This is an optimization exercise on Yosys and OpenROAD, whose aim is small area, a short achievable clock period and few clock cycles, not a production implementation.
The RTL was checked by simulation tests, not by an equivalence proof against the original design.

### flow/config.mk
export PLATFORM = sky130hd
export DESIGN_NAME = deadlock_avoidance_safety_check_top
export DESIGN_NICKNAME = deadlock_avoidance_safety_check_top
export VERILOG_FILES = /design/flow/design.v
export SDC_FILE = /design/flow/constraint.sdc
export NUM_CORES = 4
export LEC_CHECK = 0
export CAP_MARGIN = 20
export CORE_MARGIN = 2
export CORE_UTILIZATION = 45
export SLEW_MARGIN = 20
### flow/constraint.sdc
create_clock -name core_clock -period 6.5 [get_ports {clk}]
set_input_delay 1.3000 -clock core_clock [delete_from_list [all_inputs] [get_ports {clk}]]
set_output_delay 1.3000 -clock core_clock [all_outputs]
set_load 0.01 [all_outputs]
### flow/design.v
package dasc_pkg;
    localparam int MAX_PROCESSES_DEF = 16;
    localparam int MAX_RESOURCES_DEF = 16;
    localparam int COUNT_WIDTH_DEF   = 8;
    localparam int CFG_W     = 5;
    localparam int CFG_IDX_W = 1;
    localparam logic [CFG_IDX_W-1:0] CFG_NUM_PROCESSES = 1'b0;
    localparam logic [CFG_IDX_W-1:0] CFG_NUM_RESOURCES = 1'b1;
    localparam logic [CFG_W-1:0]     CFG_RESET_COUNT   = 5'd16;
    localparam logic [2:0] CMD_WRITE_ALLOC = 3'd0;
    localparam logic [2:0] CMD_WRITE_CLAIM = 3'd1;
    localparam logic [2:0] CMD_WRITE_AVAIL = 3'd2;
    localparam logic [2:0] CMD_CHECK       = 3'd3;
    localparam logic [2:0] CMD_REQUEST     = 3'd4;
    localparam logic [1:0] ST_SAFE       = 2'd0;
    localparam logic [1:0] ST_UNSAFE     = 2'd1;
    localparam logic [1:0] ST_OVER_NEED  = 2'd2;
    localparam logic [1:0] ST_OVER_AVAIL = 2'd3;
    typedef enum logic [2:0] {
        OP_NONE,
        OP_CLEAR,
        OP_INIT,
        OP_TEST,
        OP_ADD,
        OP_JUDGE,
        OP_GRANT
    } dp_op_t;
    typedef enum logic [1:0] {
        SEL_SEQ,
        SEL_UNSAFE,
        SEL_NEED,
        SEL_AVAIL
    } out_sel_t;
    typedef struct packed {
        dp_op_t   op;
        logic     clr_j;
        logic     check_start;
        logic     sweep_start;
        logic     next_proc;
        logic     proc_done;
        logic     emit_start;
        logic     emit_next;
        logic     load_out;
        out_sel_t out_sel;
    } dp_cmd_t;
    typedef struct packed {
        logic       j_done;
        logic       clr_done;
        logic       fail;
        logic       flag_need;
        logic       flag_avail;
        logic       i_at_end;
        logic       cur_finished;
        logic       progress;
        logic       count_full;
        logic       k_last;
        logic [2:0] in_command;
        logic       in_last;
        logic       in_row_ok;
    } dp_stat_t;
endpackage
module deadlock_avoidance_safety_check_top #(
    parameter int MAX_PROCESSES = dasc_pkg::MAX_PROCESSES_DEF,
    parameter int MAX_RESOURCES = dasc_pkg::MAX_RESOURCES_DEF,
    parameter int COUNT_WIDTH   = dasc_pkg::COUNT_WIDTH_DEF
) (
    input  logic                 clk,
    input  logic                 rst_n,
    input  logic                 cfg_we,
    input  logic [dasc_pkg::CFG_IDX_W-1:0] cfg_index,
    input  logic [dasc_pkg::CFG_W-1:0]     cfg_data,
    input  logic                 item_valid,
    output logic                 item_ready,
    input  logic [2:0]           item_command,
    input  logic [3:0]           item_process_index,
    input  logic [3:0]           item_resource_index,
    input  logic [7:0]           item_amount,
    input  logic                 item_request_last,
    output logic                 result_valid,
    input  logic                 result_ready,
    output logic [1:0]           result_status,
    output logic [3:0]           result_sequence_process,
    output logic                 result_last
);
    localparam int N  = 16;
    localparam int WK = 13;
    localparam logic [2:0] S_CLEAR = 3'd0;
    localparam logic [2:0] S_IDLE  = 3'd1;
    localparam logic [2:0] S_JUDGE = 3'd2;
    localparam logic [2:0] S_CHECK = 3'd3;
    localparam logic [2:0] S_WAITR = 3'd4;
    logic [2:0]  state_q;
    logic [4:0]  np_cfg_q, nr_cfg_q;
    logic [15:0] np_mask, nr_mask;
    logic        k_last;
    logic [15:0] cur_q;           
    logic [15:0] fin_q;           
    logic        prog_q;          
    logic [4:0]  count_q;         
    logic [3:0]  order_q [N];
    logic        emit_q;          
    logic [3:0]  k_q;             
    logic [1:0]  code_q;          
    logic        out_valid_q;
    logic [1:0]  out_status_q;
    logic [3:0]  out_seq_q;
    logic        out_last_q;
    logic [7:0]  alloc_q [N][N];
    logic [7:0]  claim_q [N][N];
    logic [7:0]  avail_q [N];
    logic [7:0]  req_q   [N];
    logic [WK-1:0] work_q [N];
    always_comb
    begin
        for (int j = 0; j < N; j++)
        begin
            np_mask[j] = (j == 0) || ({1'b0, np_cfg_q} > 6'(j));
            nr_mask[j] = (j == 0) || ({1'b0, nr_cfg_q} > 6'(j));
        end
    end
    logic st_idle, st_judge, st_check, st_waitr, st_clear;
    logic acc;
    logic [15:0] p_dec, r_dec;
    logic is_alloc, is_claim, is_avail, is_check, is_req, is_none;
    assign st_clear = (state_q == S_CLEAR);
    assign st_idle  = (state_q == S_IDLE);
    assign st_judge = (state_q == S_JUDGE);
    assign st_check = (state_q == S_CHECK);
    assign st_waitr = (state_q == S_WAITR);
    assign is_alloc = (item_command == 3'd0);
    assign is_claim = (item_command == 3'd1);
    assign is_avail = (item_command == 3'd2);
    assign is_check = (item_command == 3'd3);
    assign is_req   = (item_command == 3'd4);
    assign is_none  = item_command[2] && (item_command[1:0] != 2'd0);
    assign item_ready = !st_clear && (st_idle || is_avail || is_none || (is_req && !item_request_last)
                                      || (st_waitr && (is_alloc || is_claim)));
    assign acc = item_valid && item_ready;
    always_comb
    begin
        for (int j = 0; j < N; j++)
        begin
            p_dec[j] = (item_process_index == 4'(j));
            r_dec[j] = (item_resource_index == 4'(j));
        end
    end
    logic acc_check, acc_judge;
    assign acc_check = acc && is_check;
    assign acc_judge = acc && is_req && item_request_last;
    logic [7:0]  crow [N];
    logic [7:0]  arow [N];
    logic [WK-1:0] sum [N];
    logic [N-1:0] le, gtc;
    logic [N-1:0] req_nz;
    logic [8:0]  diff [N];
    logic [N-1:0] req_gt_avail;
    logic        fits, over_need, over_avail, grant;
    always_comb
    begin
        for (int r = 0; r < N; r++)
        begin
            crow[r] = '0;
            arow[r] = '0;
            for (int p = 0; p < N; p++)
            begin
                crow[r] = crow[r] | (claim_q[p][r] & {8{cur_q[p]}});
                arow[r] = arow[r] | (alloc_q[p][r] & {8{cur_q[p]}});
            end
            sum[r]          = work_q[r] + {5'd0, arow[r]};
            le[r]           = ({5'd0, crow[r]} <= sum[r]);
            gtc[r]          = (sum[r][8:0] > {1'b0, crow[r]});
            req_nz[r]       = (work_q[r][7:0] != 8'd0);
            diff[r]         = {1'b0, avail_q[r]} - {1'b0, work_q[r][7:0]};
            req_gt_avail[r] = diff[r][8];
        end
    end
    assign fits       = &(le | ~nr_mask);
    assign over_need  = |(nr_mask & gtc & req_nz);
    assign over_avail = |(nr_mask & req_gt_avail);
    assign grant      = st_judge && !over_need && !over_avail;
    logic [15:0] base_u, u_fit, gt, after, after_lo, ufit_lo, unofit_lo, wrap_lo;
    logic        have_after, prog, more, step, done, safe;
    logic [3:0]  cur_idx;
    function automatic logic [15:0] lowest(input logic [15:0] v);
        logic [15:0] o;
        logic        seen;
        o    = '0;
        seen = 1'b0;
        for (int j = 0; j < 16; j++)
        begin
            o[j] = v[j] && !seen;
            seen = seen || v[j];
        end
        lowest = o;
    endfunction
    always_comb
    begin
        gt[0] = 1'b0;
        for (int j = 1; j < N; j++)
            gt[j] = gt[j-1] || cur_q[j-1];
        cur_idx = '0;
        for (int j = 0; j < N; j++)
            if (cur_q[j])
                cur_idx = cur_idx | 4'(j);
    end
    assign base_u     = ~fin_q & np_mask;
    assign u_fit      = base_u & ~cur_q;
    assign after      = base_u & gt;
    assign have_after = |after;
    assign after_lo   = lowest(after);
    assign ufit_lo    = lowest(u_fit);
    assign unofit_lo  = lowest(base_u);
    assign wrap_lo    = fits ? ufit_lo : unofit_lo;
    assign prog       = prog_q || fits;
    assign more       = fits ? (|u_fit) : (|base_u);
    assign step       = st_check && !(emit_q && (count_q >= {1'b0, k_q}));
    assign done       = step && !have_after && !(prog && more);
    assign safe       = prog;
    logic out_free, deliver, emit_load, single_load;
    logic [1:0] single_code;
    logic       judge_res;
    assign k_last    = (k_q == 4'd15) || !np_mask[k_q + 4'd1];
    assign out_free  = !out_valid_q || result_ready;
    assign deliver   = !emit_q && out_free;
    assign emit_load = emit_q && out_free;
    assign judge_res = st_judge && (over_need || over_avail);
    assign single_code = st_waitr ? code_q : (st_judge ? (over_need ? 2'd2 : 2'd3) : 2'd1);
    assign single_load = deliver && (st_waitr || judge_res || (done && !safe));
    always_ff @(posedge clk or negedge rst_n)
    begin
        if (!rst_n)
        begin
            state_q     <= S_CLEAR;
            np_cfg_q    <= dasc_pkg::CFG_RESET_COUNT;
            nr_cfg_q    <= dasc_pkg::CFG_RESET_COUNT;
            emit_q      <= 1'b0;
            out_valid_q <= 1'b0;
        end
        else
        begin
            if (cfg_we && (cfg_index == dasc_pkg::CFG_NUM_PROCESSES))
                np_cfg_q <= cfg_data;
            if (cfg_we && (cfg_index == dasc_pkg::CFG_NUM_RESOURCES))
                nr_cfg_q <= cfg_data;
            out_valid_q <= (out_valid_q && !result_ready) || emit_load || single_load;
            if (emit_load && k_last)
                emit_q <= 1'b0;
            else if (done && safe)
                emit_q <= 1'b1;
            case (state_q)
                S_CLEAR: state_q <= S_IDLE;
                S_IDLE:
                begin
                    if (acc_check)
                        state_q <= S_CHECK;
                    else if (acc_judge)
                        state_q <= S_JUDGE;
                end
                S_JUDGE:
                begin
                    if (grant)
                        state_q <= S_CHECK;
                    else
                        state_q <= deliver ? S_IDLE : S_WAITR;
                end
                S_CHECK:
                begin
                    if (done)
                    begin
                        if (safe || deliver)
                            state_q <= S_IDLE;
                        else
                            state_q <= S_WAITR;
                    end
                end
                S_WAITR:
                begin
                    if (deliver)
                        state_q <= S_IDLE;
                end
                default: state_q <= S_IDLE;
            endcase
        end
    end
    always_ff @(posedge clk)
    begin
        if (st_judge)
            code_q <= over_need ? 2'd2 : 2'd3;
        else if (st_check)
            code_q <= 2'd1;
        if (acc_check || grant)
        begin
            cur_q   <= 16'd1;
            fin_q   <= '0;
            prog_q  <= 1'b0;
            count_q <= '0;
        end
        else if (acc_judge)
        begin
            cur_q <= p_dec;
        end
        else if (step)
        begin
            if (fits)
            begin
                fin_q   <= fin_q | cur_q;
                count_q <= count_q + 5'd1;
            end
            if (have_after)
            begin
                cur_q  <= after_lo;
                prog_q <= prog;
            end
            else
            begin
                cur_q  <= wrap_lo;
                prog_q <= 1'b0;
            end
        end
        if (done && safe)
            k_q <= '0;
        else if (emit_load)
            k_q <= k_q + 4'd1;
        if (emit_load)
        begin
            out_status_q <= dasc_pkg::ST_SAFE;
            out_seq_q    <= order_q[k_q];
            out_last_q   <= k_last;
        end
        else if (single_load)
        begin
            out_status_q <= single_code;
            out_seq_q    <= 4'd0;
            out_last_q   <= 1'b1;
        end
    end
    for (genvar j = 0; j < N; j++)
    begin : g_order
        always_ff @(posedge clk)
            if (step && fits && (count_q[3:0] == 4'(j)))
                order_q[j] <= cur_idx;
    end
    logic wr_alloc, wr_claim, wr_avail, wr_req;
    assign wr_alloc = acc && is_alloc;
    assign wr_claim = acc && is_claim;
    assign wr_avail = acc && is_avail;
    assign wr_req   = acc && is_req;
    for (genvar r = 0; r < N; r++)
    begin : g_col
        logic [7:0] a_bus;
        logic       a_col, c_col;
        assign a_bus = st_clear ? 8'd0 : (grant ? sum[r][7:0] : item_amount);
        assign a_col = st_clear || (wr_alloc && r_dec[r]) || (grant && nr_mask[r]);
        assign c_col = st_clear || (wr_claim && r_dec[r]);
        for (genvar p = 0; p < N; p++)
        begin : g_row
            logic a_en, c_en;
            assign a_en = a_col && (st_clear || (wr_alloc && p_dec[p]) || (grant && cur_q[p]));
            assign c_en = c_col && (st_clear || p_dec[p]);
            always_ff @(posedge clk)
            begin
                if (a_en)
                    alloc_q[p][r] <= a_bus;
                if (c_en)
                    claim_q[p][r] <= st_clear ? 8'd0 : item_amount;
            end
        end
        always_ff @(posedge clk)
        begin
            if (st_clear)
                avail_q[r] <= 8'd0;
            else if (wr_avail && r_dec[r])
                avail_q[r] <= item_amount;
            else if (grant && nr_mask[r])
                avail_q[r] <= diff[r][7:0];
            if (st_clear)
                req_q[r] <= 8'd0;
            else if (wr_req && r_dec[r])
                req_q[r] <= item_amount;
            if (acc_check)
                work_q[r] <= {5'd0, avail_q[r]};
            else if (acc_judge)
                work_q[r] <= {5'd0, r_dec[r] ? item_amount : req_q[r]};
            else if (grant)
                work_q[r] <= {5'd0, diff[r][7:0]};
            else if (step && fits)
                work_q[r] <= sum[r];
        end
    end
    assign result_valid            = out_valid_q;
    assign result_status           = out_status_q;
    assign result_sequence_process = out_seq_q;
    assign result_last             = out_last_q;
endmodule
### flow/run.sh
#!/bin/bash
# synth_recipe.tcl (not shown) runs the flow's synth.tcl, then flattens the netlist and writes it again
# the make line also repeats each setting of config.mk as NAME=value (left out here)
make -C /OpenROAD-flow-scripts/flow DESIGN_CONFIG=/design/flow/config.mk WORK_HOME=/design/flow/orfs CLKGATE_MAP_FILE= SYNTH_SCRIPT=/design/flow/synth_recipe.tcl finish
==> reports/qor.csv <==
metric;value;unit
MaxCap Viol Count;0;
clk sinks;4690;
endpoints failing setup;3477;
Achievable Freq;150;MHz
initial antenna violation count;43;
design area;242000;um2
Post-Syn Area;196000;um2
final-report max-slew violation count;0;
synthesized area per cell;14.1;um2
Yosys cell types;97;
vias in the first global route;131353;
Tcrit/Tclk final;102;%
WL/cell;33.2;um
GP Congestion;0.978;
Tmin final;6.66;ns
first-pass GRT wire length;1010;mm
total core area;434000;um2
Slowest-stage cell, CP;or4b_4;
crit path kind;flip-flop to flip-flop;
row cnt;242;
total grt overflow;0;
critical path's top delay family;simple AND/OR/NAND/NOR gates;
ANT nets after route;0;
Seq cells post-synth;4690;
pre-CTS WS;-0.818;ns
most frequent CP cell;buf_12;
CTS root buffer;clkbuf_16;
via/cell ratio;6.34;
critical path capture point type;flip-flop;
Seq/Total Area, Yosys;69.8;%
placed cells;20888;
DPL Wire Length;480;mm
Die W;664;um
headroom to the max-slew limit;17.4;%
initial core utilization;45.2;%
CP peak stage delay;0.46;ns
Total GRT Usage;31.9;%
Yosys Warn Count;11;
number of fillers in the final layout;34903;
CTS max path bufs;4;
worst setup margin;-0.161;ns
final core area utilization;55.6;%
Clock Latency Late Sink;1.06;ns
cts hold-fix bufs;0;
final hold vios;0;
Die Y-Extent;664;um
number of synthesized flops with an enable pin;4295;
Iteration-0 DRC Markers;19814;
RSZ-0062 raised after global routing;yes;
share of layout cells above drive strength 1;22.6;%
H-Tree Depth;5;
HP Class;flip-flop to flip-flop;
drt total wl;730;mm
status;complete, but fails checks;
placed inst area;221000;um2
Critical Path AT;7.34;ns
CP startpoint kind;flip-flop;
TritonCTS buffer count;472;
DR DRC count;0;
Port Buffers;39;
TritonCTS clock tree;yes;
clock-pin slew on the worst setup and hold paths;0.06;ns
Initial DRT Pass Iterations;7;
largest net degree at the start of global routing;190;
Area Overhead vs Synth;23.2;%
via count;139203;
Ports;40;
Worst-Margin Slew;1.24;ns
Non-Filler Instances;21968;
CP bufs+invs;9;
CP Data Required Time;7.17;ns
die area;441000;um2
syn_nets;14473;
Failing Checks;negative setup slack;
Main synth FF type;edfxtp_1;
cells after synthesis;13909;
share of flip-flops with an asynchronous set or reset after synthesis;0.320;%
Layout Nets;16363;
Worst Skew;0.112;ns
Crit Path Max Fanout;8;
[metal layers]
metal	vias up	GRT usage, %	part of all wire, %	wire (um)
li1	58537	-	-	-
met1	70142	44.2	39	284000
met2	8930	47.4	43	318000
met3	1576	8.23	12	88800
met4	18	14.4	5.4	39300
met5	-	0	0.017	123
[worst min-delay path, stage by stage (launching register included)]
cell and delay (ns):
dfxtp_1 0.31, nand2_1 0.05, a21oi_1 0.05
[per-stage QoR]
stage	setup TNS (ns)	hold WS, ns
3_5_place_dp	-1845.43	0.444
5_1_grt	-524.82	0.467
2_1_floorplan	0	0.434
3_3_place_gp	-1922.39	0.439
6_report	-181.58	0.454
4_1_cts	-185.23	0.452
[cells in the final DEF, fill, tap and decap left out, types with 107 or more instances in the layout]
cell type,instances
edfxtp_1,4295
buf_4,1777
nand2_1,883
a22oi_1,868
nor2_1,853
a22o_1,601
a221oi_1,506
inv_1,499
clkbuf_16,498
a21oi_1,482
ha_1,466
dfxtp_1,364
buf_12,322
o21ai_0,268
nand3_1,253
nand4_1,245
mux2i_1,183
o22ai_1,159
xor2_1,144
a31oi_1,133
xnor2_1,114
a221oi_2,109
a21o_1,107
[final timing paths]
kind                             startpoint  cells after the start         endpoint  slack [ns]
min in group asynchronous             rst_n                      1      nr_cfg_q[1]        0.81
worst max-delay path               cur_q[0]                     25  alloc_q[200][7]       -0.16
worst min register to register  req_q[8][5]                      2      req_q[8][5]        0.45
worst min-delay path            req_q[8][5]                      2      req_q[8][5]        0.45
worst max register to register     cur_q[0]                     25  alloc_q[200][7]       -0.16
max in group asynchronous             rst_n                      1      np_cfg_q[2]        5.05
[cell usage after synthesis, types with 124 or more instances]
library cell	n	area share, %
dfxtp_1	380	3.9
a22o_1	603	2.7
ha_1	501	3.2
clkbuf_1	590	1.1
xnor2_1	124	0.55
a21oi_1	522	1.3
nand2_1	891	1.7
a31oi_1	137	0.44
o21ai_0	327	0.83
o22ai_1	159	0.51
mux2i_1	183	0.93
nand3_1	264	0.67
buf_1	179	0.34
nand4_1	245	0.78
xor2_1	148	0.66
a221oi_1	628	2.8
edfxtp_1	4295	66
nor2_1	957	1.8
inv_1	505	0.97
a22oi_1	874	3.3
[registers in the layout (all words and copies together) (netlist names)]
register / cells
alloc_q: 2048
claim_q: 2048
work_q: 208
avail_q: 128
req_q: 128
order_q: 64
cur_q: 16
fin_q: 16
count_q: 5
np_cfg_q: 5
nr_cfg_q: 5
k_q: 4
out_seq_q: 4
state_q: 3
code_q: 2
out_status_q: 2
emit_q: 1
out_last_q: 1
out_valid_q: 1
prog_q: 1
[what timing repair did]
item	in CTS	in global routing
endpoints found under the setup margin	4673	4677
setup buffers	68	64
cloned	24	24
pin swaps	60	154
gates resized for setup	272	459
hold endpoints to repair	0	0
[kinds of logic (layout without fill, tap and decap cells)]
group,count (synthesis),after routing,synth area share (%)
buffers and inverters,1391,3687,2.79
and+or+nand+nor,3046,3046,7.31
muxes,286,286,1.53
DFF,4690,4690,69.8
other,0,29,0
AOI/OAI and AO/OA,3691,3691,13.8
adders and majority gates,533,533,3.52
xor gates and xnor gates,272,272,1.21
[cell type report]
| cell class | instances | area [um2] | share of cell area (%) |
|---|---|---|---|
| multi-input combinational | 7828 | 57100 | 23.7 |
| timing repair buffer | 2301 | 22700 | 9.39 |
| clock buffer | 575 | 12500 | 5.17 |
| tap | 5734 | 7170 | 2.97 |
| inverter | 506 | 1910 | 0.792 |
| antenna | 29 | 72.6 | 0.0300 |
| sequential | 4690 | 137000 | 56.7 |
| clock inverter | 305 | 3110 | 1.29 |
Testbench counts, summed over its fixed seeds: cycles 12,870.

[separate check: timing with driven ports]
In the flow no input, the clock included, has a driving cell. The finished layout below was timed again as built, in two steps. Step 1 sets driving cells, clkbuf_16 on the clock port and buf_2 on the other inputs (assumed; they add their load-dependent delay and slew). Step 2, shift: input delay + t, output delay - t, t = (earliest + latest rising clock arrival at the registers) / 2. This alone moves slack from input paths to output paths. Slacks: ideal / step 1 / step 2; pairs: ideal / step 1.
t, ns: 1.123
setup WS [ns]: -0.161 / -0.161 / -0.161
worst setup path at the end: register to register
worst register clock-pin slew, ns: 0.07 / 0.07
worst data-port slew with drivers (ns): 0.19
The setup slack of this run moves by 0.000 ns with the drivers and by 0.000 ns with both steps.
